What follows belongs to an exercise in optimizing a design on an open flow for small area, a short achievable clock period and few clock cycles; a production flow would make more cautious choices.
RTL that was checked went through simulation tests only; none was proved equivalent to the original.
Only the layout flow was run in runs 4 and 5; the RTL was not checked for function there.
Power and IR drop assume default switching activity.

### design/flow/design.v
package pk12_pkg;
  localparam logic [1:0] KIND_HEADER = 2'd0;
  localparam logic [1:0] KIND_SAMPLE = 2'd1;
  localparam logic [1:0] KIND_DONE   = 2'd2;
  localparam logic [1:0] KIND_ERROR  = 2'd3;
  localparam logic [1:0] ERR_TRUNCATED = 2'd0;
  localparam logic [1:0] ERR_BAD_MAGIC = 2'd1;
  localparam logic [1:0] ERR_LOOP_MODE = 2'd2;
  localparam logic [1:0] SRC_CODE    = 2'd0;
  localparam logic [1:0] SRC_MARKERS = 2'd1;
  localparam logic [1:0] SRC_DEFAULT = 2'd2;
  localparam logic [7:0] LOOP_ON  = 8'h49;
  localparam logic [7:0] LOOP_OFF = 8'hc9;
  typedef struct packed {
    logic [1:0]  kind;
    logic [11:0] smp;       
    logic [1:0]  err;       
    logic        tail;      
    logic        tail_err;  
  } ent_t;
endpackage
module pk12_parse
(
  input  logic        clk_i,
  input  logic        rst_ni,
  input  logic        proc_i,
  input  logic [7:0]  data_i,
  input  logic        last_i,
  output logic        mod_o,     
  output logic        nw_o,      
  output pk12_pkg::ent_t ent_o,
  output logic        looped_o,
  output logic [2:0]  rate_o,    
  output logic [1:0]  rsrc_o,
  output logic [16:0] atk_o,
  output logic [16:0] rep_o
);
  logic        skip_q;
  logic        pl_q;          
  logic [4:0]  pos_q;         
  logic        magic_q;
  logic        lp_q, lok_q;
  logic [2:0]  rate_q;
  logic [1:0]  rsrc_q;
  logic [1:0]  ma_q;          
  logic [16:0] atk_q, rep_q;  
  logic [1:0]  ph_q;
  logic [7:0]  b0_q;          
  logic [7:0]  magic_b;
  always_comb begin
    case (pos_q[2:0])
      3'd0:    magic_b = 8'h4c;
      3'd1:    magic_b = 8'h4d;
      3'd2:    magic_b = 8'h38;
      3'd3:    magic_b = 8'h39;
      3'd4:    magic_b = 8'h35;
      default: magic_b = 8'h33;
    endcase
  end
  logic atk_z, rep_z, atk_1, rep_1, rem_z, rem_le1;
  assign atk_z   = (atk_q[16:1] == '0) && !atk_q[0];
  assign rep_z   = (rep_q[16:1] == '0) && !rep_q[0];
  assign atk_1   = (atk_q[16:1] == '0) && atk_q[0];
  assign rep_1   = (rep_q[16:1] == '0) && rep_q[0];
  assign rem_z   = atk_z && rep_z;
  assign rem_le1 = (atk_z && (rep_z || rep_1)) || (atk_1 && rep_z);
  logic [6:0] dm;   
  assign dm = data_i[7:1];
  assign mod_o = !skip_q && (pl_q ? (ph_q != 2'd0) : (pos_q >= 5'd22));
  assign nw_o  = !skip_q && (last_i || (pl_q ? (ph_q != 2'd0) : (pos_q == 5'd31)));
  logic ended;
  logic dec;
  pk12_pkg::ent_t ent;
  always_comb begin
    ent   = '0;
    ended = 1'b0;
    dec   = 1'b0;
    if (skip_q) begin
      ended = 1'b0;
    end else if (!pl_q) begin
      if (pos_q != 5'd31) begin
        if (last_i) begin
          ent.kind = pk12_pkg::KIND_ERROR; ent.err = pk12_pkg::ERR_TRUNCATED; ended = 1'b1;
        end
      end else if (!magic_q) begin
        ent.kind = pk12_pkg::KIND_ERROR; ent.err = pk12_pkg::ERR_BAD_MAGIC; ended = 1'b1;
      end else if (!lok_q) begin
        ent.kind = pk12_pkg::KIND_ERROR; ent.err = pk12_pkg::ERR_LOOP_MODE; ended = 1'b1;
      end else begin
        ent.kind = pk12_pkg::KIND_HEADER;
        if (rem_z) begin
          ent.tail = 1'b1; ended = 1'b1;
        end else if (last_i) begin
          ent.tail = 1'b1; ent.tail_err = 1'b1; ended = 1'b1;
        end
      end
    end else begin
      case (ph_q)
        2'd0: begin
          if (last_i) begin
            ent.kind = pk12_pkg::KIND_ERROR; ended = 1'b1;
          end
        end
        2'd1: begin
          ent.kind = pk12_pkg::KIND_SAMPLE; ent.smp = {b0_q, data_i[7:4]};
          dec  = 1'b1;
          if (last_i) begin
            ent.tail = 1'b1; ent.tail_err = 1'b1; ended = 1'b1;
          end
        end
        default: begin
          if (rem_z) begin
            ent.kind = pk12_pkg::KIND_DONE; ended = 1'b1;
          end else begin
            ent.kind = pk12_pkg::KIND_SAMPLE; ent.smp = {data_i, b0_q[3:0]};
            dec = 1'b1;
            if (rem_le1) begin
              ent.tail = 1'b1; ended = 1'b1;
            end else if (last_i) begin
              ent.tail = 1'b1; ent.tail_err = 1'b1; ended = 1'b1;
            end
          end
        end
      endcase
    end
  end
  assign ent_o = ent;
  always_ff @(posedge clk_i) begin
    if (proc_i && !skip_q && !pl_q) begin
      if (pos_q == 5'd22) begin
        lp_q  <= (data_i == pk12_pkg::LOOP_ON);
        lok_q <= (data_i == pk12_pkg::LOOP_ON) || (data_i == pk12_pkg::LOOP_OFF);
      end
      if (pos_q == 5'd23) begin
        rsrc_q <= pk12_pkg::SRC_CODE;
        case (data_i)
          8'd1:    rate_q <= 3'b001;
          8'd2:    rate_q <= 3'b010;
          8'd3:    rate_q <= 3'b100;
          default: begin rate_q <= 3'b001; rsrc_q <= pk12_pkg::SRC_DEFAULT; end
        endcase
      end
      if (pos_q == 5'd26) begin
        case (dm)
          7'h03:   ma_q <= 2'd1;   
          7'h08:   ma_q <= 2'd2;   
          7'h7b:   ma_q <= 2'd3;   
          default: ma_q <= 2'd0;
        endcase
      end
      if (pos_q == 5'd29 && rsrc_q != pk12_pkg::SRC_CODE) begin
        if (ma_q == 2'd1 && dm == 7'h29) begin
          rate_q <= 3'b001; rsrc_q <= pk12_pkg::SRC_MARKERS;
        end else if (ma_q == 2'd2 && dm == 7'h00) begin
          rate_q <= 3'b010; rsrc_q <= pk12_pkg::SRC_MARKERS;
        end else if (ma_q == 2'd3 && dm == 7'h29) begin
          rate_q <= 3'b100; rsrc_q <= pk12_pkg::SRC_MARKERS;
        end
      end
    end
  end
  always_ff @(posedge clk_i) begin
    if (proc_i && !skip_q) begin
      if (!pl_q) begin
        if (pos_q == 5'd24) atk_q[7:0]  <= data_i;
        if (pos_q == 5'd25) atk_q[15:8] <= data_i;
        if (pos_q == 5'd26) atk_q[16]   <= data_i[0];
        if (pos_q == 5'd27) rep_q[7:0]  <= data_i;
        if (pos_q == 5'd28) rep_q[15:8] <= data_i;
        if (pos_q == 5'd29) rep_q[16]   <= data_i[0];
      end else if (dec) begin
        if (!atk_z) atk_q <= atk_q - 17'd1;
        else        rep_q <= rep_q - 17'd1;
      end
    end
  end
  always_ff @(posedge clk_i) begin
    if (proc_i && !skip_q && pl_q) begin
      if (ph_q == 2'd0) b0_q      <= data_i;
      if (ph_q == 2'd1) b0_q[3:0] <= data_i[3:0];
    end
  end
  always_ff @(posedge clk_i or negedge rst_ni) begin
    if (!rst_ni) begin
      skip_q  <= 1'b0;
      pl_q    <= 1'b0;
      pos_q   <= '0;
      magic_q <= 1'b1;
      ph_q    <= '0;
    end else if (proc_i) begin
      if (ended || (skip_q && last_i)) begin
        if (last_i) begin
          skip_q  <= 1'b0;
          pl_q    <= 1'b0;
          pos_q   <= '0;
          magic_q <= 1'b1;
          ph_q    <= '0;
        end else begin
          skip_q  <= 1'b1;
        end
      end else if (!skip_q) begin
        if (!pl_q) begin
          if (pos_q < 5'd6 && data_i != magic_b) magic_q <= 1'b0;
          pos_q <= pos_q + 5'd1;
          if (pos_q == 5'd31) pl_q <= 1'b1;
        end else begin
          ph_q <= (ph_q == 2'd2) ? 2'd0 : ph_q + 2'd1;
        end
      end
    end
  end
  assign looped_o = lp_q;
  assign rate_o   = rate_q;
  assign rsrc_o   = rsrc_q;
  assign atk_o    = atk_q;
  assign rep_o    = rep_q;
endmodule
module pk12_out_fifo
(
  input  logic           clk_i,
  input  logic           rst_ni,
  input  logic           push_i,
  input  pk12_pkg::ent_t ent_i,
  input  logic           pop_i,
  output logic           valid_o,
  output logic           tail_o,
  output logic           hdr_o,     
  output pk12_pkg::ent_t head_o
);
  logic           hv_q;
  logic           hh_q;
  pk12_pkg::ent_t h_q;
  logic           pop;
  assign pop     = pop_i && hv_q;
  assign valid_o = hv_q;
  assign tail_o  = h_q.tail;
  assign hdr_o   = hh_q;
  assign head_o  = h_q;
  always_ff @(posedge clk_i or negedge rst_ni) begin
    if (!rst_ni) begin
      hv_q <= 1'b0;
      hh_q <= 1'b0;
    end else if (push_i) begin
      hv_q <= 1'b1;
      hh_q <= (ent_i.kind == pk12_pkg::KIND_HEADER);
    end else if (pop) begin
      hv_q <= h_q.tail;
      hh_q <= 1'b0;
    end
  end
  always_ff @(posedge clk_i) begin
    if (push_i) begin
      h_q <= ent_i;
    end else if (pop) begin
      h_q      <= '0;
      h_q.kind <= h_q.tail_err ? pk12_pkg::KIND_ERROR : pk12_pkg::KIND_DONE;
    end
  end
endmodule
module packed_12bit_sample_file_decoder
(
  input  logic               clk_i,
  input  logic               rst_ni,
  input  logic               byte_valid_i,
  output logic               byte_ready_o,
  input  logic [7:0]         byte_data_i,
  input  logic               byte_last_i,
  output logic               res_valid_o,
  input  logic               res_ready_i,
  output logic [1:0]         res_kind_o,
  output logic signed [15:0] res_sample_o,
  output logic [15:0]        res_rate_hz_o,
  output logic [1:0]         res_rate_source_o,
  output logic               res_looped_o,
  output logic [16:0]        res_attack_len_o,
  output logic [16:0]        res_repeat_len_o,
  output logic [1:0]         res_error_code_o,
  output logic               res_end_of_run_o
);
  logic        a_v_q, bn_q;
  logic [7:0]  a_d_q, b_d_q;
  logic        a_l_q, b_l_q;
  logic        take, a_free, proc;
  logic        mod, nw;
  logic        hv, htail, hh;
  pk12_pkg::ent_t ent;
  pk12_pkg::ent_t head;
  logic        looped;
  logic [2:0]  rate;
  logic [1:0]  rsrc;
  logic [16:0] atk, rep;
  assign byte_ready_o = bn_q;
  assign take   = byte_valid_i && bn_q;
  assign proc   = a_v_q && !(hh && mod) && (!nw || !hv || (res_ready_i && !htail));
  assign a_free = !a_v_q || proc;
  always_ff @(posedge clk_i or negedge rst_ni) begin
    if (!rst_ni) begin
      a_v_q <= 1'b0;
      bn_q  <= 1'b1;
    end else if (a_free) begin
      a_v_q <= !bn_q || take;
      bn_q  <= 1'b1;
    end else if (take) begin
      bn_q  <= 1'b0;
    end
  end
  always_ff @(posedge clk_i) begin
    if (a_free) begin
      a_d_q <= bn_q ? byte_data_i : b_d_q;
      a_l_q <= bn_q ? byte_last_i : b_l_q;
    end
    if (bn_q) begin
      b_d_q <= byte_data_i;
      b_l_q <= byte_last_i;
    end
  end
  pk12_parse u_parse (
    .clk_i    (clk_i),
    .rst_ni   (rst_ni),
    .proc_i   (proc),
    .data_i   (a_d_q),
    .last_i   (a_l_q),
    .mod_o    (mod),
    .nw_o     (nw),
    .ent_o    (ent),
    .looped_o (looped),
    .rate_o   (rate),
    .rsrc_o   (rsrc),
    .atk_o    (atk),
    .rep_o    (rep)
  );
  pk12_out_fifo u_out (
    .clk_i   (clk_i),
    .rst_ni  (rst_ni),
    .push_i  (proc && nw),
    .ent_i   (ent),
    .pop_i   (res_ready_i),
    .valid_o (hv),
    .tail_o  (htail),
    .hdr_o   (hh),
    .head_o  (head)
  );
  logic r33, r50, r16;
  assign {r16, r50, r33} = rate;
  assign res_valid_o       = hv;
  assign res_kind_o        = head.kind;
  assign res_end_of_run_o  = head.kind[1];
  assign res_sample_o      = {head.smp, 4'b0000};
  assign res_error_code_o  = head.err;
  assign res_rate_hz_o     = {hh && !r16, hh && !r33, 4'b0000, hh && !r16, hh && !r33,
                              1'b0, hh && r50, hh && r33, hh, hh && r16, hh && r33,
                              hh && r16, hh && !r50};
  assign res_rate_source_o = hh ? rsrc : 2'd0;
  assign res_looped_o      = hh && looped;
  assign res_attack_len_o  = hh ? atk : 17'd0;
  assign res_repeat_len_o  = hh ? rep : 17'd0;
endmodule
### design/flow/flow/run.sh
#!/bin/bash
# The standard layout, with repair_timing aiming 6 ns below the clock period.
set -euo pipefail
bash standard.sh SETUP_SLACK_MARGIN=6 finish > make_finish.log 2>&1
### design/flow/standard.sh
#!/bin/bash
# synth_recipe.tcl (not shown) runs the flow's synth.tcl, then flattens the netlist and writes it again
# the make line also repeats each setting of config.mk as NAME=value (left out here)
make -C /OpenROAD-flow-scripts/flow DESIGN_CONFIG=/design/flow/config.mk WORK_HOME=/design/flow/orfs CLKGATE_MAP_FILE= SYNTH_SCRIPT=/design/flow/synth_recipe.tcl "${@:-finish}"
### design/flow/config.mk
export PLATFORM = sky130hd
export DESIGN_NAME = packed_12bit_sample_file_decoder
export DESIGN_NICKNAME = packed_12bit_sample_file_decoder
export VERILOG_FILES = /design/flow/design.v
export SDC_FILE = /design/flow/constraint.sdc
export NUM_CORES = 4
export LEC_CHECK = 0
export CAP_MARGIN = 20
export CORE_MARGIN = 2
export CORE_UTILIZATION = 40
export SLEW_MARGIN = 20
### design/flow/constraint.sdc
create_clock -name core_clock -period 8.5 [get_ports {clk_i}]
set_input_delay 1.7000 -clock core_clock [delete_from_list [all_inputs] [get_ports {clk_i}]]
set_output_delay 1.7000 -clock core_clock [all_outputs]
set_load 0.01 [all_outputs]
==> results.yml, run 1 <==
cts:
  path_clk_slew_ns: 0.07
  cts.sinks: 101
  cts_hold_buf: 0
  htree_levels: 3
  numCtsBuffers: 9
  root_buffer: "clkbuf_16"
  cts_tree: "built"
  worst_skew_pair.late_latency_ns: 0.35
  clock_path_buffers: 2
finish:
  design_area_um2: 8110
  multi_input_area_um2: 3180
  area_growth_pct: 40.7
  layout-drive-gt1-share_pct: 41.7
  finalNonFillerCells: 846
  fill_cells: 1168
  nNetsFinal: 682
  diodes: 0
  seqCellArea_um2: 2880
floorplan:
  coreArea_um2: 14000
  top_level_ports: 89
  start_util_pct: 41.2
  die_area_um2: 15400
  dieHeight_um: 124
  rows: 43
  die_width_um: 124
timing:
  finalSetupViolCount: 0
  fin_setup_tns_ns: 0
  final-hold-violation-count: 0
  finClkSkew_ns: 0.00859
  worstMarginPinSlew_ns: 0.944
  period_share_pct: 38.6
  drv_slew: 0
  relSlewSlack_pct: 36.9
  grt_setup_unrepaired: "yes"
  min_period_ns: 3.29
  fmax_mhz: 304
critical_path:
  r2r_start: "u_parse.pos_q[1]"
  cp.arrival_ns: 1.59
  reg2reg_to: "u_parse.rep_q[3]"
  critPathLaunchType: "flop"
  worstPathRequired_ns: 6.80
  cp_max_fo: 6
  end_kind: "output port"
  cp-startpoint: "u_out.hh_q"
  endpoint: "res_repeat_len_o[9]"
  path_class: "flop to output port"
  ff2ff_path_depth: 10
  reg2reg_slack_ns: 5.81
detailed_routing:
  drc: 0
  wl_per_cell_um: 18.6
  via_count: 4682
  viasPerCell: 5.53
  drt_first_pass_iters: 5
  drtIter0Drc: 357
  wirelength_mm: 15.7
  final_antenna_net_count: 0
placed_design:
  port_buffers: 79
  gp_congestion: 0.899
  dp_hpwl_mm: 9.85
  dp.cells: 770
  placed_area_um2: 6720
min_path:
  holdCritPathClass: "flop to flop"
power:
  p_leak_nw: 3.02
  power_density_nw_per_um2: 267
  power.internal_mw: 1.39
  power.share.switching_pct: 35.8
  pwr-share-clk_pct: 18.6
  p_seq_share_pct: 35.5
  p_sw_mw: 0.775
  irDropWorstVdd_mv: 0.122
  comb_power_share_pct: 45.9
global_routing:
  grt_overflow_total: 0
  grt_use_total_pct: 20.5
  grt_pass1_vias: 4311
  antenna_found_initial: 0
  grt_first_pass_wirelength_mm: 23.6
  grt_max_degree: 36
yosys:
  yosys.cell_types.count: 70
  synthCells: 559
  ys_ff_latch: 101
  synthFlopType: "edfxtp_1"
  async_flop_share_pct: 13.9
  yosys_warnings: 3
  seq_area_frac_synth_pct: 49.9
  synth.avg_cell_area_um2: 10.3
  synth-edff-count: 78
  netlist_area_um2: 5760
status:
  status: "finished clean"
run:
  max-cap-violations: 0
[worst max-delay path, stage by stage, from the launching register on]
cell	delay [ns]
dfrtp_2	0.45
buf_12	0.14
buf_12	0.13
buf_8	0.12
buf_16	0.13
and2_4	0.15
buf_6	0.11
[synth_stat cells (2+ instances only)]
cell	number	share of area [%]
nand4b_1	3	0.46
nand4_1	3	0.33
dfxtp_1	9	3.1
or3_4	2	0.39
a22o_1	3	0.46
clkbuf_1	23	1.5
nor2_1	53	3.5
nor3b_1	2	0.26
inv_1	15	0.98
a31oi_1	9	0.98
a21oi_1	46	4.0
a21o_1	2	0.26
nand3_1	12	1.0
nand2b_1	8	0.87
or3_1	5	0.54
or3_2	3	0.39
nor4_1	11	1.2
o22ai_1	2	0.22
buf_6	2	0.39
dfstp_2	2	0.91
o21ai_0	13	1.1
xnor2_1	21	3.2
and3_1	2	0.22
mux2_2	10	2.0
and2_1	41	4.5
nor4_2	2	0.43
ha_1	8	1.7
nand2_1	40	2.6
nor2b_1	7	0.76
buf_4	30	3.9
a31o_2	3	0.46
o21bai_1	2	0.26
xor2_1	10	1.5
nor3_1	14	1.2
dfrtp_1	12	5.2
edfxtp_1	78	41
a22oi_1	15	2.0
nand3b_1	2	0.26
a211oi_1	3	0.39
[power by group through the flow]
| stage | Combinational [mW] | Sequential [mW] | Clock (mW) |
|---|---|---|---|
| 6_report | 0.995 | 0.770 | 0.403 |
| 5_1_grt | 1.06 | 0.781 | 0.428 |
| 4_1_cts | 0.901 | 0.764 | 0.410 |
| 3_5_place_dp | 0.667 | 0.774 | 0 |
| 3_3_place_gp | 0.657 | 0.773 | 0 |
| 2_1_floorplan | 0.534 | 0.703 | 0 |
[cell usage in the layout (no fill, tap or decap), types with 7 or more instances in the layout]
cell / instances
nor2_4: 14
mux2_2: 9
o21ai_0: 7
xor2_1: 10
dfxtp_1: 9
clkdlybuf4s50_1: 11
xnor2_1: 21
buf_4: 24
a21oi_1: 39
nand3_1: 11
edfxtp_1: 78
a31oi_1: 9
dfrtp_1: 7
inv_1: 14
a22oi_1: 13
nand2b_1: 7
buf_6: 62
nor3_1: 11
and2_4: 40
clkbuf_16: 10
nand2_1: 36
conb_1: 9
buf_2: 21
nor2_1: 35
[state kept, by name (all words and copies together) (netlist names), 2 cells and up]
name / cells
u_parse.b0_q: 8
u_parse.ph_q: 2
u_parse.rep_q: 17
u_parse.rate_q: 3
b_d_q: 8
u_out.h_q: 18
a_d_q: 8
u_parse.pos_q: 5
u_parse.atk_q: 17
u_parse.rsrc_q: 2
u_parse.ma_q: 2
[cell families after synthesis]
family,Yosys count,share of synthesized area (%)
buffers and inverters,73,7.19
multiplexers,10,1.95
AND/OR/NAND/NOR,220,21.4
other,1,0.0651
adder cells (fa/ha/maj),8,1.74
AO/OA/AOI/OAI,115,13.1
flip-flops,101,49.9
XOR/XNOR,31,4.71
[worst min path at each step]
stage          slack [ns]  cells past startpoint         endpoint      from
6_report             0.47                      1         b_d_q[2]  b_d_q[2]
3_3_place_gp         0.46                      1         b_d_q[0]  b_d_q[0]
2_1_floorplan        0.42                      0  u_parse.b0_q[0]  a_d_q[0]
5_1_grt              0.50                      1         b_d_q[5]  b_d_q[5]
3_5_place_dp         0.46                      1         b_d_q[2]  b_d_q[2]
4_1_cts              0.48                      1         b_d_q[2]  b_d_q[2]
[metrics by stage]
stage / hold WS (ns) / power [mW] / setup WS [ns] / util (%)
after CTS: 0.480 / 2.07 / 5.21 / 55.2
after detailed placement: 0.463 / 1.44 / 4.74 / 48.0
after floorplan: 0.424 / 1.24 / 5.51 / -
after global routing: 0.495 / 2.27 / 5.20 / 57.9
final: 0.473 / 2.17 / 5.21 / 57.9
after global placement: 0.460 / 1.43 / 4.78 / 48.0
[area by class of cell]
type,instances,share of cell area (%)
clock buffers,10,2.95
clock inverters,6,0.648
inverters,15,0.849
multi-input cells,398,39.2
flip-flops and latches,101,35.6
well taps,180,2.78
repair buffers,136,18.0
[what timing repair did]
item	4_1_cts	5_1_grt
endpoints found under the hold margin	0	0
setup buffers	29	19
setup endpoints to repair	177	178
cloned	11	1
gates resized for setup	379	57
pin swaps	24	17
[metal layers]
layer  up-vias  part of all wire, %  wire (um)  track usage [%]
li1       2199                    -          -                -
met1      2300                   44       6940             29.0
met2       161                   48       7560             31.4
met3        22                  6.1        951             4.53
met4         0                  1.7        264             6.18
met5         -                    0          0                0
Testbench counts, summed over its fixed seeds: cycles 40,452.
==> inputs of run 2 (changes only) <==
==> design/flow/run.sh (new file) <==
#!/bin/bash
# synth_recipe.tcl (not shown) runs the flow's synth.tcl, then flattens the netlist and writes it again
# the make line also repeats each setting of config.mk as NAME=value (left out here)
make -C /OpenROAD-flow-scripts/flow DESIGN_CONFIG=/design/flow/config.mk WORK_HOME=/design/flow/orfs CLKGATE_MAP_FILE= SYNTH_SCRIPT=/design/flow/synth_recipe.tcl finish
--- a/design/flow/config.mk
+++ b/design/flow/config.mk
@@ -8,4 +8,5 @@
 export CAP_MARGIN = 20
 export CORE_MARGIN = 2
 export CORE_UTILIZATION = 40
+export SETUP_SLACK_MARGIN = 5
 export SLEW_MARGIN = 20
removed: design/flow/flow/run.sh
removed: design/flow/standard.sh
==> run 2 against run 1 <==
Effect of this change:
- non-clock buffer count down 53
- highest routed layer unchanged
- first-iteration DRC count shrank 24%
- largest cell class is now sequential cells
- still clean on timing, DRC and antenna
- hold slack improved by 0.0021 ns
- via count down 7.7%
- sequential power is 1% lower
- cell count fell by 6.9%
- critical path type is now input pin to flop
- clock power up 6.2%
==> results.yml, run 2 <==
finish:
  diodes: 0
  top_register: "u_out.h_q"
  area_growth_pct: 19.9
  fill_cells: 1281
  finalNonFillerCells: 788
  layout_common_cells: "clkdlybuf4s50_1, edfxtp_1, nor2_1, a21oi_1, and2_1"
  largest_reg_flops: 18
  final_common_cell: "clkdlybuf4s50_1"
  largestRegisters: "u_out.h_q x18, u_parse.atk_q x17, u_parse.rep_q x17"
  layout-drive-gt1-share_pct: 10.9
  nNetsFinal: 624
cts:
  clock_path_buffers: 2
  path_clk_slew_ns: 0.07
  htree_levels: 3
  numCtsBuffers: 9
  root_buffer: "clkbuf_16"
  cts.sinks: 101
  cts_hold_buf: 0
  cts_tree: "built"
  worst_skew_pair.late_latency_ns: 0.36
status:
  status: "finished clean"
critical_path:
  cp.arrival_ns: 3.44
  reg2reg_slack_ns: 5.48
  worstPathRequired_ns: 8.53
  cp_slowest_cell: "clkdlybuf4s50_1"
  cp_max_fo: 8
  path_class: "input pin to flop"
  cpPeakStageDelay_ns: 0.48
  worst-path-buf-inv: 2
  end_kind: "flop"
  cpLargestDelayFamily: "compound AO/OA/AOI/OAI gates"
  critPathLaunchType: "input pin"
  crit_chain: "clkdlybuf4s50_1 > inv_1 > o21ai_4 > o21ba_4 > nand2b_2 > o21bai_4 > a21oi_4"
global_routing:
  grt_max_degree: 61
  grt_first_pass_wirelength_mm: 21.4
  grt_pass1_vias: 4097
  antenna_found_initial: 0
  grt_overflow_total: 0
  grt_use_total_pct: 18.5
yosys:
  synthFlopType: "edfxtp_1"
  yosys.area.top_type: "edfxtp_1"
  yosys.area.top_type_share_pct: 40.7
  synthAdderAreaFrac_pct: 1.74
  yosys.cell_types.count: 70
  synth.avg_cell_area_um2: 10.3
  synth_commonest_cells: "edfxtp_1, nor2_1, a21oi_1"
  async_flop_share_pct: 13.9
  yosys.area_share.simple_pct: 21.4
  yosysMostFrequentCell: "edfxtp_1"
  netlist_area_um2: 5760
  synth_top_family_by_area: "simple AND/OR/NAND/NOR gates"
  ys_ff_latch: 101
  yosys-top-cells-area: "edfxtp_1, dfrtp_1, and2_1"
  synth_compound_area_share_pct: 13.1
  seq_area_frac_synth_pct: 49.9
  synthCells: 559
  synthMuxAreaShare_pct: 1.95
  synth-xor-area-share_pct: 4.71
  synth-edff-count: 78
  yosys_warnings: 3
timing:
  period_share_pct: 40.1
  finClkSkew_ns: 0.00835
  grt_setup_unrepaired: "no"
  whs_ns: 0.476
  worstMarginPinSlew_ns: 0.924
  min_period_ns: 3.41
  fin_setup_tns_ns: 0
  final-hold-violation-count: 0
  finalSetupViolCount: 0
  relSlewSlack_pct: 38.4
  fmax_mhz: 293
  drv_slew: 0
floorplan:
  dieHeight_um: 124
  die_width_um: 124
  start_util_pct: 41.2
  top_level_ports: 89
  rows: 43
  coreArea_um2: 14000
  die_area_um2: 15400
placed_design:
  dp_hpwl_mm: 9.58
  gp_congestion: 0.860
  dp.cells: 769
  port_buffers: 79
power:
  power_mw: 1.81
  p_leak_nw: 2.38
  power_density_nw_per_um2: 263
  irDropWorstVdd_mv: 0.168
detailed_routing:
  viasPerCell: 5.48
  final_antenna_net_count: 0
  drt_first_pass_iters: 5
  via_count: 4321
  wirelength_mm: 13.6
  wl_per_cell_um: 17.2
  drtIter0Drc: 271
  drc: 0
run:
  max-cap-violations: 0
min_path:
  holdCritPathClass: "flop to flop"
[run 2: cell counts after synthesis]
No cell type changed its count.
[run 2: through the flow]
| stage | utilization, % | setup WS (ns) | instance area [um^2] |
|---|---|---|---|
| floorplan | - | 4.91 | 5790 |
| global placement | 46.2 | 3.92 | 6460 |
| detailed placement | 46.2 | 3.87 | 6460 |
| CTS | 49.1 | 5.00 | 6870 |
| global route | 49.4 | 5.02 | 6910 |
| finish | 49.4 | 5.09 | 6910 |
[run 2: power by group]
part / switching (mW) / internal (mW) / total [mW]
registers: 0.103 / 0.656 / 0.759
clock network: 0.191 / 0.238 / 0.428
logic: 0.325 / 0.302 / 0.627
total: 0.619 / 1.20 / 1.81
[run 2: path summary, 6_finish.rpt]
| check | cells after the start | startpoint | to |
|---|---|---|---|
| worst min-delay path | 1 | b_d_q[2] | b_d_q[2] |
| worst min register to register | 1 | b_d_q[2] | b_d_q[2] |
| max in group asynchronous | 1 | rst_ni | u_out.hh_q |
| worst max-delay path | 7 | res_ready_i | u_parse.rep_q[5] |
| min in group asynchronous | 1 | rst_ni | u_parse.pos_q[2] |
| worst max register to register | 7 | u_parse.pos_q[1] | u_out.h_q[9] |
[run 2: worst register-to-register path, cell delays in order (launching register included)]
cell and delay [ns]:
dfrtp_1 0.45, ha_1 0.36, and3_1 0.20, ha_1 0.32, nand2b_1 0.12, a31o_2 0.30, or3b_2 0.56, nand2_2 0.35
[run 2: per-layer routing]
metal / GRT usage, % / share of wire (%)
met2: 29.1 / 47
met4: 7.72 / 1.8
met5: 0 / 0
met3: 2.84 / 4.3
met1: 25.4 / 47
[run 2: logic make-up after synthesis]
group / Yosys count
compound gates: 115
xor+xnor: 31
fa+ha+maj: 8
buf+inv: 73
flops: 101
mux: 10
other cells: 1
simple gates: 220
[run 2: final cells by class]
| class | count | area (um^2) | area share [%] |
|---|---|---|---|
| flip-flops and latches | 101 | 2880 | 41.7 |
| repair buffers | 83 | 841 | 12.2 |
| clock buffers | 12 | 279 | 4.04 |
| well taps | 180 | 225 | 3.26 |
| multi-input cells | 393 | 2590 | 37.5 |
| inverters | 15 | 56.3 | 0.815 |
| clock inverters | 4 | 35.0 | 0.507 |
[run 2: timing repair]
item,CTS,global route
hold endpoints to repair,0,0
endpoints found under the setup margin,120,74
setup buffers,2,1
cloned,0,0
resized for setup,18,4
pin swaps,0,1
==> inputs of run 3 (changes only) <==
==> design/flow/flow/run.sh (new file) <==
#!/bin/bash
# The standard layout (standard.sh), with: SETUP_SLACK_MARGIN=5 "BUFFER_PORTS_ARGS=-buffer_cell sky130_fd_sc_hd__buf_2"
set -euo pipefail
bash standard.sh SETUP_SLACK_MARGIN=5 "BUFFER_PORTS_ARGS=-buffer_cell sky130_fd_sc_hd__buf_2" finish > make_finish.log 2>&1
==> design/flow/standard.sh (new file) <==
#!/bin/bash
# synth_recipe.tcl (not shown) runs the flow's synth.tcl, then flattens the netlist and writes it again
# the make line also repeats each setting of config.mk as NAME=value (left out here)
make -C /OpenROAD-flow-scripts/flow DESIGN_CONFIG=/design/flow/config.mk WORK_HOME=/design/flow/orfs CLKGATE_MAP_FILE= SYNTH_SCRIPT=/design/flow/synth_recipe.tcl "${@:-finish}"
--- a/design/flow/config.mk
+++ b/design/flow/config.mk
@@ -8,5 +8,4 @@
 export CAP_MARGIN = 20
 export CORE_MARGIN = 2
 export CORE_UTILIZATION = 40
-export SETUP_SLACK_MARGIN = 5
 export SLEW_MARGIN = 20
removed: design/flow/run.sh
==> run 3 against run 2 <==
Effect of this change:
- still clean
- critical path depth is the same
- hold slack lost 0.00073 ns
- fmax grew 4.1%
- clock power shrank 2%
- register-to-register slack lost 0.20 ns
- non-clock buffer count shrank 3
- sequential share of layout area grew 3.2 points
- combinational power shrank 21%
- critical path type unchanged
- critical endpoint is now u_parse.rep_q[0]
- largest cell class unchanged
==> results.yml, run 3 <==
yosys:
  yosys-top-cells-area: "edfxtp_1, dfrtp_1, and2_1"
  synth-xor-area-share_pct: 4.71
  synthCells: 559
  synthMuxAreaShare_pct: 1.95
  yosys_warnings: 3
  synth_top_family_by_area: "simple AND/OR/NAND/NOR gates"
  synthFlopType: "edfxtp_1"
  synthAdderAreaFrac_pct: 1.74
  netlist_area_um2: 5760
  synth_compound_area_share_pct: 13.1
  yosys.area.top_type_share_pct: 40.7
  yosys.area_share.simple_pct: 21.4
  yosysMostFrequentCell: "edfxtp_1"
  synth_commonest_cells: "edfxtp_1, nor2_1, a21oi_1"
  async_flop_share_pct: 13.9
  yosys.area.top_type: "edfxtp_1"
  ys_ff_latch: 101
  yosys.cell_types.count: 70
  synth-edff-count: 78
  synth.avg_cell_area_um2: 10.3
  seq_area_frac_synth_pct: 49.9
floorplan:
  die_area_um2: 15400
  rows: 43
  dieHeight_um: 124
  die_width_um: 124
  top_level_ports: 89
  coreArea_um2: 14000
  start_util_pct: 41.2
power:
  power_density_nw_per_um2: 263
  irDropWorstVdd_mv: 0.119
  p_leak_nw: 2.43
cts:
  root_buffer: "clkbuf_16"
  worst_skew_pair.late_latency_ns: 0.35
  numCtsBuffers: 9
  clock_path_buffers: 2
  post_cts_buffers: 0
  cts_hold_buf: 0
  cts.sinks: 101
  path_clk_slew_ns: 0.06
  htree_levels: 3
  cts_tree: "built"
critical_path:
  critPathLaunchType: "input pin"
  cp.arrival_ns: 3.30
  end_kind: "flop"
  cp_max_fo: 8
  path_class: "input pin to flop"
  worstPathRequired_ns: 8.53
finish:
  layout_common_cells: "buf_2, edfxtp_1, nor2_1, a21oi_1, and2_1"
  nNetsFinal: 621
  top_register: "u_out.h_q"
  finalNonFillerCells: 785
  largestRegisters: "u_out.h_q x18, u_parse.atk_q x17, u_parse.rep_q x17"
  final_common_cell: "buf_2"
  layout-drive-gt1-share_pct: 22.3
  area_growth_pct: 11.3
  largest_reg_flops: 18
  final_util_pct: 45.8
  fill_cells: 1344
  diodes: 0
detailed_routing:
  drc: 0
  wl_per_cell_um: 17.0
  via_count: 4340
  final_antenna_net_count: 0
  drtIter0Drc: 319
  wirelength_mm: 13.4
  drt_first_pass_iters: 5
  viasPerCell: 5.53
timing:
  finalSetupViolCount: 0
  relSlewSlack_pct: 37.9
  finClkSkew_ns: 0.00630
  drv_slew: 0
  worstMarginPinSlew_ns: 0.922
  fin_setup_tns_ns: 0
  final-hold-violation-count: 0
  min_period_ns: 3.28
  period_share_pct: 38.6
  fmax_mhz: 305
  grt_setup_unrepaired: "no"
placed_design:
  dp_hpwl_mm: 9.59
  dp.cells: 769
  gp_congestion: 0.852
  port_buffers: 79
global_routing:
  grt_first_pass_wirelength_mm: 20.9
  grt_max_degree: 48
  grt_busiest_layer: "met2"
  use_met1_pct: 25.0
  grt_use_total_pct: 17.8
  antenna_found_initial: 0
  grt_pass1_vias: 3974
  use_met3_pct: 3.43
  grt_util_met2_pct: 27.8
  grt_overflow_total: 0
min_path:
  holdCritPathClass: "flop to flop"
status:
  status: "finished clean"
run:
  max-cap-violations: 0
==> run 3: cell counts after synthesis <==
Identical to the previous run, type by type.
==> run 3: path summary, 6_finish.rpt <==
path	startpoint	endpoint	slack, ns	cells after the start
max in group asynchronous	rst_ni	u_parse.magic_q	6.92	1
max reg2reg	u_parse.pos_q[1]	u_out.h_q[9]	5.28	7
min	b_d_q[2]	b_d_q[2]	0.47	1
min in group asynchronous	rst_ni	u_parse.pos_q[1]	1.27	1
max	res_ready_i	u_parse.rep_q[0]	5.22	7
min reg2reg	b_d_q[2]	b_d_q[2]	0.47	1
==> run 3: per-stage QoR <==
stage               instance area, um^2  hold WS, ns  total power, mW  worst slack, ns
floorplan                          5790        0.411             1.13             4.91
global placement                   6060        0.459             1.26             4.34
detailed placement                 6060        0.465             1.27             4.30
CTS                                6400        0.481             1.69             5.03
global route                       6410        0.489             1.79             5.08
finish                             6410        0.475             1.69             5.22
==> run 3: kinds of logic after synthesis <==
| logic type | after synthesis |
|---|---|
| flip-flops | 101 |
| AO/OA/AOI/OAI | 115 |
| other | 1 |
| adder cells (fa/ha/maj) | 8 |
| buffers and inverters | 73 |
| XOR/XNOR | 31 |
| multiplexers | 10 |
| AND/OR/NAND/NOR | 220 |
==> run 3: layout make-up <==
type / instances / area, um^2 / share of cell area [%]
clock buffers: 13 / 260 / 4.06
clock inverters: 3 / 43.8 / 0.683
inverters: 15 / 56.3 / 0.878
multi-input cells: 393 / 2550 / 39.7
flip-flops and latches: 101 / 2880 / 44.9
well taps: 180 / 225 / 3.51
repair buffers: 80 / 403 / 6.28
==> run 3: critical path, stage by stage <==
cell	delay, ns
buf_2	0.09
inv_1	0.04
o21ai_2	0.22
o21ba_2	0.31
nand2b_1	0.23
o21bai_2	0.39
a21oi_4	0.32
==> run 3: report_power, final <==
group	internal (mW)	total, mW	switching (mW)
sequential	0.655	0.775	0.120
clock	0.245	0.421	0.176
combinational	0.200	0.493	0.293
==> run 3: metal layers <==
layer / wire length [um] / vias to the layer above
li1: - / 2057
met1: 6240 / 2124
met2: 6230 / 137
met4: 221 / 0
met5: 0 / -
met3: 668 / 22
==> run 3: timing repair <==
item | 4_1_cts | 5_1_grt
setup endpoints to repair | 37 | 32
pin swaps | 0 | 0
gates resized for setup | 10 | 2
endpoints found under the hold margin | 0 | 0
==> inputs of run 4 (changes only) <==
--- a/design/flow/design.v
+++ b/design/flow/design.v
@@ -42,10 +42,10 @@
   logic        lp_q, lok_q;
   logic [2:0]  rate_q;
   logic [1:0]  rsrc_q;
-  logic [1:0]  ma_q;          
   logic [16:0] atk_q, rep_q;  
-  logic [1:0]  ph_q;
+  logic [1:0]  ph_q;          
   logic [7:0]  b0_q;          
+  assign ph_q = pos_q[1:0];
   logic [7:0]  magic_b;
   always_comb begin
     case (pos_q[2:0])
@@ -140,21 +140,19 @@
           default: begin rate_q <= 3'b001; rsrc_q <= pk12_pkg::SRC_DEFAULT; end
         endcase
       end
-      if (pos_q == 5'd26) begin
+      if (pos_q == 5'd26 && rsrc_q != pk12_pkg::SRC_CODE) begin
         case (dm)
-          7'h03:   ma_q <= 2'd1;   
-          7'h08:   ma_q <= 2'd2;   
-          7'h7b:   ma_q <= 2'd3;   
-          default: ma_q <= 2'd0;
+          7'h03:   begin rate_q <= 3'b001; rsrc_q <= 2'd3; end   
+          7'h08:   begin rate_q <= 3'b010; rsrc_q <= 2'd3; end   
+          7'h7b:   begin rate_q <= 3'b100; rsrc_q <= 2'd3; end   
+          default: ;
         endcase
       end
-      if (pos_q == 5'd29 && rsrc_q != pk12_pkg::SRC_CODE) begin
-        if (ma_q == 2'd1 && dm == 7'h29) begin
-          rate_q <= 3'b001; rsrc_q <= pk12_pkg::SRC_MARKERS;
-        end else if (ma_q == 2'd2 && dm == 7'h00) begin
-          rate_q <= 3'b010; rsrc_q <= pk12_pkg::SRC_MARKERS;
-        end else if (ma_q == 2'd3 && dm == 7'h29) begin
-          rate_q <= 3'b100; rsrc_q <= pk12_pkg::SRC_MARKERS;
+      if (pos_q == 5'd29 && rsrc_q == 2'd3) begin
+        if (dm == (rate_q[1] ? 7'h00 : 7'h29)) begin
+          rsrc_q <= pk12_pkg::SRC_MARKERS;
+        end else begin
+          rate_q <= 3'b001; rsrc_q <= pk12_pkg::SRC_DEFAULT;
         end
       end
     end
@@ -186,7 +184,6 @@
       pl_q    <= 1'b0;
       pos_q   <= '0;
       magic_q <= 1'b1;
-      ph_q    <= '0;
     end else if (proc_i) begin
       if (ended || (skip_q && last_i)) begin
         if (last_i) begin
@@ -194,8 +191,7 @@
           pl_q    <= 1'b0;
           pos_q   <= '0;
           magic_q <= 1'b1;
-          ph_q    <= '0;
-        end else begin
+            end else begin
           skip_q  <= 1'b1;
         end
       end else if (!skip_q) begin
@@ -204,7 +200,7 @@
           pos_q <= pos_q + 5'd1;
           if (pos_q == 5'd31) pl_q <= 1'b1;
         end else begin
-          ph_q <= (ph_q == 2'd2) ? 2'd0 : ph_q + 2'd1;
+          pos_q[1:0] <= ph_q[1] ? 2'd0 : ph_q + 2'd1;
         end
       end
     end
@@ -225,16 +221,21 @@
   output logic           valid_o,
   output logic           tail_o,
   output logic           hdr_o,     
+  output logic           hdr_a_o,   
+  output logic           hdr_r_o,
   output pk12_pkg::ent_t head_o
 );
   logic           hv_q;
   logic           hh_q;
+  logic           hha_q, hhr_q;  
   pk12_pkg::ent_t h_q;
   logic           pop;
   assign pop     = pop_i && hv_q;
   assign valid_o = hv_q;
   assign tail_o  = h_q.tail;
   assign hdr_o   = hh_q;
+  assign hdr_a_o = hha_q;
+  assign hdr_r_o = hhr_q;
   assign head_o  = h_q;
   always_ff @(posedge clk_i or negedge rst_ni) begin
     if (!rst_ni) begin
@@ -249,6 +250,15 @@
     end
   end
   always_ff @(posedge clk_i) begin
+    if (push_i)   hha_q <= (ent_i.kind == pk12_pkg::KIND_HEADER);
+    else if (pop) hha_q <= 1'b0;
+  end
+  always_ff @(posedge clk_i or negedge rst_ni) begin
+    if (!rst_ni)       hhr_q <= 1'b1;
+    else if (push_i)   hhr_q <= (ent_i.kind == pk12_pkg::KIND_HEADER);
+    else if (pop)      hhr_q <= 1'b0;
+  end
+  always_ff @(posedge clk_i) begin
     if (push_i) begin
       h_q <= ent_i;
     end else if (pop) begin
@@ -282,7 +292,8 @@
   logic        a_l_q, b_l_q;
   logic        take, a_free, proc;
   logic        mod, nw;
-  logic        hv, htail, hh;
+  logic        hv, htail, hh, hha, hhr;
+  logic        proc_pop, proc_nopop;
   pk12_pkg::ent_t ent;
   pk12_pkg::ent_t head;
   logic        looped;
@@ -291,7 +302,9 @@
   logic [16:0] atk, rep;
   assign byte_ready_o = bn_q;
   assign take   = byte_valid_i && bn_q;
-  assign proc   = a_v_q && !(hh && mod) && (!nw || !hv || (res_ready_i && !htail));
+  assign proc_nopop = a_v_q && !(hh && mod) && (!nw || !hv);
+  assign proc_pop   = a_v_q && !(hh && mod) && (!nw || !hv || !htail);
+  assign proc       = res_ready_i ? proc_pop : proc_nopop;
   assign a_free = !a_v_q || proc;
   always_ff @(posedge clk_i or negedge rst_ni) begin
     if (!rst_ni) begin
@@ -338,6 +351,8 @@
     .valid_o (hv),
     .tail_o  (htail),
     .hdr_o   (hh),
+    .hdr_a_o (hha),
+    .hdr_r_o (hhr),
     .head_o  (head)
   );
   logic r33, r50, r16;
@@ -352,6 +367,6 @@
                               hh && r16, hh && !r50};
   assign res_rate_source_o = hh ? rsrc : 2'd0;
   assign res_looped_o      = hh && looped;
-  assign res_attack_len_o  = hh ? atk : 17'd0;
-  assign res_repeat_len_o  = hh ? rep : 17'd0;
+  assign res_attack_len_o  = hha ? atk : 17'd0;
+  assign res_repeat_len_o  = hhr ? rep : 17'd0;
 endmodule
==> design/flow/flow/run.sh (replaced) <==
#!/bin/bash
# The standard layout (standard.sh) with these make settings: SETUP_SLACK_MARGIN=5 "BUFFER_PORTS_ARGS=-buffer_cell sky130_fd_sc_hd__buf_2"
# The make output goes to make_finish.log; each ORFS step logs under orfs/logs/.
set -euo pipefail
bash standard.sh SETUP_SLACK_MARGIN=5 "BUFFER_PORTS_ARGS=-buffer_cell sky130_fd_sc_hd__buf_2" finish > make_finish.log 2>&1
==> run 4 against run 3 <==
Effect of this change:
- still clean
- fmax hardly changed
- non-clock buffer count is the same
- clock-buffer cell count down 1
- cell count fell by 0.51%
- clock skew is 0.0028 ns higher
- global-route usage increased by 0.76 points
- critical path depth stayed put
- sequential power is 19% lower
- combinational power shrank 43%
- die area down 1.6%
- hold slack got worse by 0.0031 ns
- clock power fell by 11%
- critical endpoint is now u_parse.rep_q[11]
==> results.yml, run 4 <==
finish:
  layout-drive-gt1-share_pct: 21.8
  top_register: "u_out.h_q"
  design_area_um2: 6340
  fill_cells: 1354
  area_growth_pct: 11.8
  largestRegisters: "u_out.h_q x18, u_parse.atk_q x17, u_parse.rep_q x17"
  finalNonFillerCells: 781
  largest_reg_flops: 18
  diodes: 0
  final_common_cell: "buf_2"
  layout_common_cells: "buf_2, edfxtp_1, nor2_1, and2_1, a21oi_1"
  final_util_pct: 45.6
  nNetsFinal: 616
yosys:
  yosys.area.top_type_share_pct: 40.8
  synth.avg_cell_area_um2: 10.3
  synth-edff-count: 77
  yosys-top-cells-area: "edfxtp_1, and2_1, dfrtp_1"
  synthCells: 552
  netlist_area_um2: 5670
  yosys.area.top_type: "edfxtp_1"
  async_flop_share_pct: 13.1
  seq_area_frac_synth_pct: 49.8
  ys_ff_latch: 99
  synth_commonest_cells: "edfxtp_1, nor2_1, a21oi_1, and2_1, nand2_1"
  yosys.cell_types.count: 70
  yosys_warnings: 3
  synthFlopType: "edfxtp_1"
  yosysMostFrequentCell: "edfxtp_1"
timing:
  finalSetupViolCount: 0
  period_share_pct: 38.6
  grt_setup_unrepaired: "no"
  setup_slack_ns: 5.22
  fin_setup_tns_ns: 0
  worstMarginPinSlew_ns: 0.980
  relSlewSlack_pct: 34.1
  final-hold-violation-count: 0
  fmax_mhz: 305
  finClkSkew_ns: 0.00912
  drv_slew: 0
  whs_ns: 0.472
  min_period_ns: 3.28
global_routing:
  antenna_found_initial: 0
  grt_pass1_vias: 4050
  grt_max_degree: 50
  grt_overflow_total: 0
  grt_first_pass_wirelength_mm: 21.4
  grt_use_total_pct: 18.5
critical_path:
  critPathLaunchType: "input pin"
  cp.arrival_ns: 3.30
  reg2reg_slack_ns: 5.23
  cp_max_fo: 11
  worstPathRequired_ns: 8.52
  cp-startpoint: "res_ready_i"
  end_kind: "flop"
  r2r_start: "u_parse.pos_q[0]"
  path_class: "input pin to flop"
detailed_routing:
  drt_first_pass_iters: 5
  wl_met3_um: 849
  wl_per_cell_um: 17.3
  drtIter0Drc: 382
  wl_met1_mm: 6.49
  drc: 0
  viasPerCell: 5.54
  wirelength_mm: 13.5
  wl_met2_mm: 5.99
  via_count: 4330
  final_antenna_net_count: 0
  topRoutingLayerUsed: "met4"
cts:
  cts.sinks: 99
  post_cts_buffers: 0
  root_buffer: "clkbuf_16"
  htree_levels: 3
  path_clk_slew_ns: 0.06
  worst_skew_pair.late_latency_ns: 0.35
  numCtsBuffers: 9
  cts_tree: "built"
  clock_path_buffers: 2
min_path:
  holdCritPathClass: "flop to flop"
  hold_start: "b_d_q[3]"
power:
  power_mw: 1.29
  comb_power_share_pct: 21.9
  p_sw_mw: 0.406
  power.share.switching_pct: 31.6
  pwr-share-clk_pct: 29.0
  irDropWorstVdd_mv: 0.135
  p_seq_share_pct: 49.1
  power.internal_mw: 0.879
  power_density_nw_per_um2: 203
  p_leak_nw: 2.39
placed_design:
  place_ws_ns: 4.20
  dp.cells: 765
  placed_area_um2: 6010
  gp_congestion: 0.900
  dp_hpwl_mm: 9.68
  port_buffers: 79
floorplan:
  top_level_ports: 89
  coreArea_um2: 13900
  die_width_um: 123
  dieHeight_um: 123
  die_area_um2: 15100
  start_util_pct: 40.8
  rows: 43
status:
  status: "finished clean"
run:
  max-cap-violations: 0
run 4: repair_timing:
item,4_1_cts,5_1_grt
endpoints found under the hold margin,0,0
hold buffers,0,0
gates resized for setup,10,4
cloned,0,0
pin swaps,0,0
endpoints found under the setup margin,35,63
run 4: area by class of cell:
| cell class | count | area [um^2] | area share (%) |
|---|---|---|---|
| tap | 180 | 225 | 3.55 |
| sequential | 99 | 2820 | 44.5 |
| multi-input combinational | 388 | 2560 | 40.4 |
| timing repair buffer | 80 | 403 | 6.36 |
| clock buffer | 12 | 236 | 3.73 |
| inverter | 18 | 67.6 | 1.07 |
| clock inverter | 4 | 25.0 | 0.395 |
run 4: path summary, 6_finish.rpt:
kind | end | cells after the start
max in group asynchronous | bn_q | 1
setup reg to reg | u_parse.rep_q[11] | 9
setup / recovery | u_parse.rep_q[11] | 7
hold / removal | b_d_q[3] | 1
min in group asynchronous | u_parse.pos_q[4] | 1
hold reg to reg | b_d_q[3] | 1
run 4: worst max-delay path, stage by stage:
cell and delay, ns:
buf_2 0.09, inv_1 0.03, o21ai_1 0.27, a2bb2oi_2 0.29, nand2_2 0.21, a21o_1 0.36, a21oi_4 0.34
run 4: logic make-up after synthesis:
| logic type | count (synthesis) | synth area share, % |
|---|---|---|
| buffers and inverters | 73 | 6.82 |
| XOR/XNOR | 28 | 4.33 |
| flip-flops | 99 | 49.8 |
| multiplexers | 12 | 2.32 |
| AND/OR/NAND/NOR | 219 | 21.9 |
| other | 1 | 0.0662 |
| adder cells (fa/ha/maj) | 7 | 1.55 |
| AO/OA/AOI/OAI | 113 | 13.2 |
run 4: power by group through the flow:
| stage | Sequential (mW) | Combinational (mW) | Clock, mW |
|---|---|---|---|
| after floorplan | 0.615 | 0.223 | 0 |
| after global placement | 0.639 | 0.266 | 0 |
| after detailed placement | 0.641 | 0.273 | 0 |
| after CTS | 0.631 | 0.278 | 0.379 |
| after global routing | 0.638 | 0.314 | 0.393 |
| final | 0.631 | 0.282 | 0.373 |
run 4: layer usage:
| metal | vias up | track usage, % |
|---|---|---|
| met3 | 13 | 3.83 |
| met4 | 0 | 5.82 |
| met2 | 156 | 27.8 |
| li1 | 2064 | - |
| met1 | 2097 | 27.0 |
| met5 | - | 0 |
==> inputs of run 5 (changes only) <==
==> design/flow/flow/run.sh (replaced) <==
#!/bin/bash
# The standard layout (standard.sh) with these make settings: SETUP_SLACK_MARGIN=5.5 "BUFFER_PORTS_ARGS=-buffer_cell sky130_fd_sc_hd__buf_1"
# The make output goes to make_finish.log; each ORFS step logs under orfs/logs/.
set -euo pipefail
bash standard.sh SETUP_SLACK_MARGIN=5.5 "BUFFER_PORTS_ARGS=-buffer_cell sky130_fd_sc_hd__buf_1" finish > make_finish.log 2>&1
==> run 5 against run 4 <==
Effect of this change:
- via count increased by 2.0%
- synthesized cell count unchanged
- still clean
- wire length increased by 4.6%
- sequential share of layout area decreased by 1.6 points
- fmax increased by 9.9%
- critical path type is now flop to output port
- cell area increased by 4.0%
- setup slack improved by 0.30 ns
- sequential cell count unchanged
- clock skew increased by 0.0056 ns
==> results.yml, run 5 <==
timing:
  finalSetupViolCount: 0
  finClkSkew_ns: 0.0147
  grt_setup_unrepaired: "yes"
  relSlewSlack_pct: 46.8
  drv_slew: 0
  min_period_ns: 2.98
  fin_setup_tns_ns: 0
  fmax_mhz: 335
  period_share_pct: 35.1
  whs_ns: 0.476
  worstMarginPinSlew_ns: 0.797
  final-hold-violation-count: 0
detailed_routing:
  wl_per_cell_um: 17.8
  drc: 0
  final_antenna_net_count: 0
  drtIter0Drc: 561
  wirelength_mm: 14.2
  viasPerCell: 5.54
  via_count: 4417
  drt_first_pass_iters: 5
finish:
  seqCellArea_um2: 2830
  largestRegisters: "u_out.h_q x18, u_parse.atk_q x17, u_parse.rep_q x17"
  nNetsFinal: 632
  fill_cells: 1273
  largest_reg_flops: 18
  diodes: 0
  multi_input_area_um2: 2640
  layout_common_cells: "edfxtp_1, buf_1, nor2_1, and2_1, a21oi_1"
  layout-drive-gt1-share_pct: 16.7
  final_common_cell: "edfxtp_1"
  area_growth_pct: 16.3
  top_register: "u_out.h_q"
critical_path:
  end_kind: "output port"
  crit_chain: "buf_4 > and2_1 > clkbuf_2"
  cpPeakStageDelay_ns: 0.52
  critPathLaunchType: "flop"
  reg2reg_slack_ns: 5.60
  path_class: "flop to output port"
  cpLargestDelayFamily: "flip-flops"
  cp_max_fo: 9
  cp_slowest_cell: "dfstp_2"
  worst-path-buf-inv: 2
  cp_num_cells: 3
  ff2ff_path_depth: 9
  cp.arrival_ns: 1.28
  worstPathRequired_ns: 6.80
yosys:
  yosysMostFrequentCell: "edfxtp_1"
  yosys_warnings: 3
  seq_area_frac_synth_pct: 49.8
  synthCells: 552
  synth_commonest_cells: "edfxtp_1, nor2_1, a21oi_1, and2_1, nand2_1"
  ys_ff_latch: 99
  netlist_area_um2: 5670
  synth-xor-area-share_pct: 4.33
  yosys.area.top_type: "edfxtp_1"
  yosys.cell_types.count: 70
  synth.avg_cell_area_um2: 10.3
  yosys.area_share.simple_pct: 21.9
  async_flop_share_pct: 13.1
  synthMuxAreaShare_pct: 2.32
  synth-edff-count: 77
  synthAdderAreaFrac_pct: 1.55
  synth_top_family_by_area: "simple AND/OR/NAND/NOR gates"
  yosys.area.top_type_share_pct: 40.8
  yosys-top-cells-area: "edfxtp_1, and2_1, dfrtp_1"
  synthFlopType: "edfxtp_1"
  synth_compound_area_share_pct: 13.2
placed_design:
  port_buffers: 79
  dp_hpwl_mm: 9.74
  gp_congestion: 0.804
floorplan:
  dieHeight_um: 123
  rows: 43
  die_area_um2: 15100
  start_util_pct: 40.8
  coreArea_um2: 13900
  top_level_ports: 89
  die_width_um: 123
global_routing:
  grt_use_total_pct: 18.8
  grt_first_pass_wirelength_mm: 21.8
  grt_pass1_vias: 4060
  grt_overflow_total: 0
  grt_max_degree: 60
  antenna_found_initial: 0
power:
  power.internal_mw: 0.956
  p_seq_share_pct: 45.8
  pwr-share-clk_pct: 31.6
  power_density_nw_per_um2: 211
  p_sw_mw: 0.431
  comb_power_share_pct: 22.6
  p_leak_nw: 2.30
  irDropWorstVdd_mv: 0.121
  power.share.switching_pct: 31.1
cts:
  path_clk_slew_ns: 0.07
  clock_path_buffers: 2
  cts_tree: "built"
  cts_hold_buf: 0
  cts.sinks: 99
  htree_levels: 3
  worst_skew_pair.late_latency_ns: 0.35
  root_buffer: "clkbuf_16"
  numCtsBuffers: 9
min_path:
  hold_depth: 1
  holdCritPathClass: "flop to flop"
run:
  max-cap-violations: 0
status:
  status: "finished clean"
==> run 5: path summary, 6_finish.rpt <==
kind,startpoint,end
max,u_out.hhr_q,res_repeat_len_o[2]
min,b_d_q[6],b_d_q[6]
max reg2reg,u_parse.pos_q[1],u_parse.atk_q[10]
min reg2reg,b_d_q[6],b_d_q[6]
max in group asynchronous,rst_ni,u_out.hh_q
min in group asynchronous,rst_ni,u_parse.pos_q[4]
==> run 5: cell families after synthesis <==
logic type | after synthesis
AND/OR/NAND/NOR | 219
AO/OA/AOI/OAI | 113
flip-flops | 99
buffers and inverters | 73
XOR/XNOR | 28
multiplexers | 12
adder cells (fa/ha/maj) | 7
other | 1
==> run 5: cell type report <==
cell class,instances,area share [%]
multi-input combinational,388,40.1
inverter,18,1.22
clock buffer,9,3.42
sequential,99,42.9
clock inverter,7,1.37
tap,180,3.42
timing repair buffer,96,7.58
==> run 5: per-layer routing <==
metal	GRT usage [%]	up-vias	part of all wire, %
li1	-	2092	-
met5	0	-	0
met1	24.7	2147	42
met3	2.95	16	5.7
met2	31.9	162	51
met4	6.04	0	1.5
==> run 5: power by group through the flow <==
stage	Clock (mW)	Sequential, mW	Combinational, mW
6_report	0.438	0.635	0.314
2_1_floorplan	0	0.617	0.237
5_1_grt	0.462	0.640	0.347
3_5_place_dp	0	0.645	0.278
4_1_cts	0.445	0.632	0.293
3_3_place_gp	0	0.643	0.273
==> run 5: stage by stage <==
step	setup WS [ns]	instance area, um^2	util (%)	std cells	power (mW)
final	5.52	6590	47.5	797	1.39
after global routing	5.46	6590	47.5	797	1.45
after CTS	5.48	6480	46.7	790	1.37
after detailed placement	4.77	6010	43.3	765	0.924
after global placement	4.81	6010	43.3	765	0.917
after floorplan	5.42	5810	-	560	0.854
==> run 5: timing repair <==
action                     4_1_cts  5_1_grt
setup endpoints to repair      127       88
pin swaps                        3        3
resized for setup               14       23
buffers inserted                 9        7
==> inputs of run 6 (changes only) <==
--- a/design/flow/design.v
+++ b/design/flow/design.v
@@ -223,11 +223,12 @@
   output logic           hdr_o,     
   output logic           hdr_a_o,   
   output logic           hdr_r_o,
+  output logic           hdr_m_o,
   output pk12_pkg::ent_t head_o
 );
   logic           hv_q;
   logic           hh_q;
-  logic           hha_q, hhr_q;  
+  logic           hha_q, hhr_q, hhm_q;  
   pk12_pkg::ent_t h_q;
   logic           pop;
   assign pop     = pop_i && hv_q;
@@ -236,6 +237,7 @@
   assign hdr_o   = hh_q;
   assign hdr_a_o = hha_q;
   assign hdr_r_o = hhr_q;
+  assign hdr_m_o = hhm_q;
   assign head_o  = h_q;
   always_ff @(posedge clk_i or negedge rst_ni) begin
     if (!rst_ni) begin
@@ -253,10 +255,13 @@
     if (push_i)   hha_q <= (ent_i.kind == pk12_pkg::KIND_HEADER);
     else if (pop) hha_q <= 1'b0;
   end
-  always_ff @(posedge clk_i or negedge rst_ni) begin
-    if (!rst_ni)       hhr_q <= 1'b1;
-    else if (push_i)   hhr_q <= (ent_i.kind == pk12_pkg::KIND_HEADER);
-    else if (pop)      hhr_q <= 1'b0;
+  always_ff @(posedge clk_i) begin
+    if (push_i)             hhr_q <= (ent_i.kind == pk12_pkg::KIND_HEADER);
+    else if (pop || !hv_q)  hhr_q <= 1'b0;
+  end
+  always_ff @(posedge clk_i) begin
+    if (push_i)             hhm_q <= (ent_i.kind == pk12_pkg::KIND_HEADER);
+    else if (pop || !hh_q)  hhm_q <= 1'b0;
   end
   always_ff @(posedge clk_i) begin
     if (push_i) begin
@@ -292,7 +297,7 @@
   logic        a_l_q, b_l_q;
   logic        take, a_free, proc;
   logic        mod, nw;
-  logic        hv, htail, hh, hha, hhr;
+  logic        hv, htail, hh, hha, hhr, hhm;
   logic        proc_pop, proc_nopop;
   pk12_pkg::ent_t ent;
   pk12_pkg::ent_t head;
@@ -353,6 +358,7 @@
     .hdr_o   (hh),
     .hdr_a_o (hha),
     .hdr_r_o (hhr),
+    .hdr_m_o (hhm),
     .head_o  (head)
   );
   logic r33, r50, r16;
@@ -362,11 +368,11 @@
   assign res_end_of_run_o  = head.kind[1];
   assign res_sample_o      = {head.smp, 4'b0000};
   assign res_error_code_o  = head.err;
-  assign res_rate_hz_o     = {hh && !r16, hh && !r33, 4'b0000, hh && !r16, hh && !r33,
-                              1'b0, hh && r50, hh && r33, hh, hh && r16, hh && r33,
-                              hh && r16, hh && !r50};
-  assign res_rate_source_o = hh ? rsrc : 2'd0;
-  assign res_looped_o      = hh && looped;
+  assign res_rate_hz_o     = {hhm && !r16, hhm && !r33, 4'b0000, hhm && !r16, hhm && !r33,
+                              1'b0, hhm && r50, hhm && r33, hhm, hhm && r16, hhm && r33,
+                              hhm && r16, hhm && !r50};
+  assign res_rate_source_o = hhm ? rsrc : 2'd0;
+  assign res_looped_o      = hhm && looped;
   assign res_attack_len_o  = hha ? atk : 17'd0;
   assign res_repeat_len_o  = hhr ? rep : 17'd0;
 endmodule
==> design/flow/flow/run.sh (replaced) <==
#!/bin/bash
# The standard layout (standard.sh) with these make settings: SETUP_SLACK_MARGIN=5.9 "BUFFER_PORTS_ARGS=-buffer_cell sky130_fd_sc_hd__buf_1"
# The make output goes to make_finish.log; each ORFS step logs under orfs/logs/.
set -euo pipefail
bash standard.sh SETUP_SLACK_MARGIN=5.9 "BUFFER_PORTS_ARGS=-buffer_cell sky130_fd_sc_hd__buf_1" finish > make_finish.log 2>&1
==> run 6 against run 5 <==
Effect of this change:
- setup slack improved by 0.076 ns
- hold slack improved by 0.0049 ns
- fmax rose by 2.6%
- critical path depth did not move
- via count rose by 3.9%
- cell area rose by 7.3%
- sequential cell count rose by 1
- first-iteration DRC count fell by 36%
- wire length rose by 3.1%
- non-clock buffer count rose by 19
- combinational power rose by 110%
- global-route usage fell by 0.59 points
==> results.yml, run 6 <==
timing:
  drv_slew: 0
  setup_slack_ns: 5.59
  final-hold-violation-count: 0
  worstMarginPinSlew_ns: 0.914
  fin_setup_tns_ns: 0
  relSlewSlack_pct: 38.8
  finalSetupViolCount: 0
  grt_setup_unrepaired: "yes"
  fmax_mhz: 344
  period_share_pct: 34.2
  finClkSkew_ns: 0.00971
  min_period_ns: 2.91
cts:
  cts_tree: "built"
  clock_path_buffers: 2
  worst_skew_pair.late_latency_ns: 0.34
  numCtsBuffers: 9
  htree_levels: 3
  path_clk_slew_ns: 0.06
  root_buffer: "clkbuf_16"
  cts.sinks: 100
finish:
  final_common_cell: "edfxtp_1"
  top_register: "u_out.h_q"
  largestRegisters: "u_out.h_q x18, u_parse.atk_q x17, u_parse.rep_q x17"
  layout_common_cells: "edfxtp_1, buf_1, nor2_1, a21oi_1, and2_1"
  diodes: 0
  area_growth_pct: 21.4
  largest_reg_flops: 18
  layout-drive-gt1-share_pct: 24.2
  nNetsFinal: 665
critical_path:
  cp.arrival_ns: 1.21
  worst-path-buf-inv: 2
  crit_chain: "buf_6 > and2_1 > clkbuf_2"
  end_kind: "output port"
  cp_max_fo: 5
  cpPeakStageDelay_ns: 0.41
  cpLargestDelayFamily: "flip-flops"
  cp_slowest_cell: "edfxtp_1"
  worstPathRequired_ns: 6.80
  path_class: "flop to output port"
  critPathLaunchType: "flop"
power:
  power_density_nw_per_um2: 257
  p_leak_nw: 2.46
  irDropWorstVdd_mv: 0.123
yosys:
  yosys.area.top_type: "edfxtp_1"
  yosys-top-cells-area: "edfxtp_1, a21oi_1, and2_1"
  yosysMostFrequentCell: "edfxtp_1"
  yosys.area.top_type_share_pct: 40.7
  netlist_area_um2: 5820
  synth_commonest_cells: "edfxtp_1, nor2_1, a21oi_1"
  seq_area_frac_synth_pct: 49.0
  ys_ff_latch: 100
  async_flop_share_pct: 12.0
  synthFlopType: "edfxtp_1"
  synth-edff-count: 79
  synthCells: 565
  yosys.cell_types.count: 71
  yosys_warnings: 3
  synth.avg_cell_area_um2: 10.3
placed_design:
  gp_congestion: 0.907
  place_ws_ns: 5.39
  port_buffers: 79
  dp_hpwl_mm: 9.91
run:
  max-cap-violations: 0
detailed_routing:
  wl_per_cell_um: 17.5
  wirelength_mm: 14.6
  drc: 0
  drt_first_pass_iters: 5
  via_count: 4589
  viasPerCell: 5.51
  drtIter0Drc: 359
  final_antenna_net_count: 0
floorplan:
  die_area_um2: 15500
  top_level_ports: 89
  dieHeight_um: 125
  start_util_pct: 40.5
  die_width_um: 125
  coreArea_um2: 14400
  rows: 44
global_routing:
  grt_pass1_vias: 4313
  grt_overflow_total: 0
  grt_use_total_pct: 18.2
  grt_first_pass_wirelength_mm: 22.7
  grt_max_degree: 61
  antenna_found_initial: 0
min_path:
  holdCritPathClass: "flop to flop"
status:
  status: "finished clean"
==> run 6: cell types whose count changed after synthesis, sizes merged, moves of 4 or more <==
| cell | previous run | this run |
|---|---|---|
| a21oi | 41 | 52 |
| o31ai | 5 | 1 |
| and3 | 3 | 8 |
| or4 | 9 | 3 |
| o21ai | 16 | 12 |
| clkbuf | 21 | 17 |
| inv | 17 | 11 |
==> run 6: through the flow <==
step                util, %  total power [mW]  cells  cell area [um^2]  hold slack [ns]
floorplan                 -              1.11    573              6000            0.421
global placement       42.8              1.20    782              6150            0.461
detailed placement     42.8              1.21    782              6150            0.460
CTS                    47.1              1.73    818              6770            0.484
global route           49.2              1.91    833              7070            0.494
finish                 49.2              1.81    833              7070            0.481
==> run 6: path summary, 6_finish.rpt <==
check | start | slack, ns | depth (start not counted) | endpoint
worst max-delay path | u_out.hhm_q | 5.59 | 3 | res_rate_source_o[1]
worst min-delay path | b_d_q[2] | 0.48 | 1 | b_d_q[2]
worst max register to register | u_parse.pos_q[0] | 5.89 | 9 | u_parse.rep_q[3]
worst min register to register | b_d_q[2] | 0.48 | 1 | b_d_q[2]
max in group asynchronous | rst_ni | 6.65 | 1 | u_parse.pos_q[1]
min in group asynchronous | rst_ni | 1.37 | 1 | a_v_q
==> run 6: what timing repair did <==
item                       in CTS  in global routing
pin swaps                       8                 11
setup endpoints to repair     145                148
hold buffers                    0                  0
buffers inserted               20                 15
gates resized for setup        29                 57
==> run 6: cell type report <==
cell class	instances	area, um^2
flip-flops and latches	100	2860
multi-input cells	406	2860
clock inverters	6	111
fillers	1315	7300
inverters	12	45.0
well taps	184	230
clock buffers	10	229
repair buffers	115	728
==> run 6: power breakdown <==
part,internal [mW],switching [mW],total (mW),leakage (nW)
registers,0.621,0.0758,0.696,0.973
clock network,0.289,0.181,0.470,0.163
logic,0.281,0.367,0.647,1.32
==> run 6: logic make-up after synthesis <==
group                      synth area share (%)
buffers and inverters                      7.20
xor gates and xnor gates                   4.81
other                                    0.0644
and+or+nand+nor                            22.0
muxes                                      2.30
DFF                                        49.0
adders and majority gates                  1.72
AOI/OAI and AO/OA                          12.8
==> run 6: layer usage <==
layer | GRT usage, % | vias to the layer above | wire length [um]
met5 | 0 | - | 0
met4 | 6.94 | 0 | 487
met3 | 4.25 | 31 | 932
met2 | 28.0 | 193 | 6710
met1 | 25.2 | 2194 | 6470
li1 | - | 2171 | -
Testbench counts of run 6, summed over its fixed seeds: cycles 40,452.

[afterwards: timing with drivers on the ports]
How much do the figures lean on ideal ports? The routed layouts below were timed once more, with nothing changed but the port constraints.
Step 1: set_driving_cell puts a clkbuf_16 on clk_i and a buf_2 on each other input, an assumption about the parent block.
Step 2 also shifts input and output timing later by t, the mid clock arrival at the registers, as if the neighbouring blocks saw the same clock.
Three values: ideal, step 1, step 2; two values: the first two.
run | t (ns) | slack for setup (ns) | worst setup path after step 2 | worst slew at a driven data input, ns
run 1 | 0.390 | 5.215 / 5.174 / 5.278 | input to register | 0.05
run 2 | 0.394 | 5.089 / 5.071 / 4.707 | input to register | 0.03
run 3 | 0.386 | 5.222 / 5.240 / 4.854 | input to register | 0.03
run 4 | 0.392 | 5.223 / 5.234 / 4.842 | input to register | 0.03
run 5 | 0.382 | 5.518 / 5.478 / 5.200 | input to register | 0.03
run 6 | 0.381 | 5.594 / 5.553 / 5.465 | input to register | 0.06
After both steps every run listed still meets setup and hold. The setup slack of run 2, which loses most, moves by -0.018 ns with the drivers and by -0.382 ns with both steps.
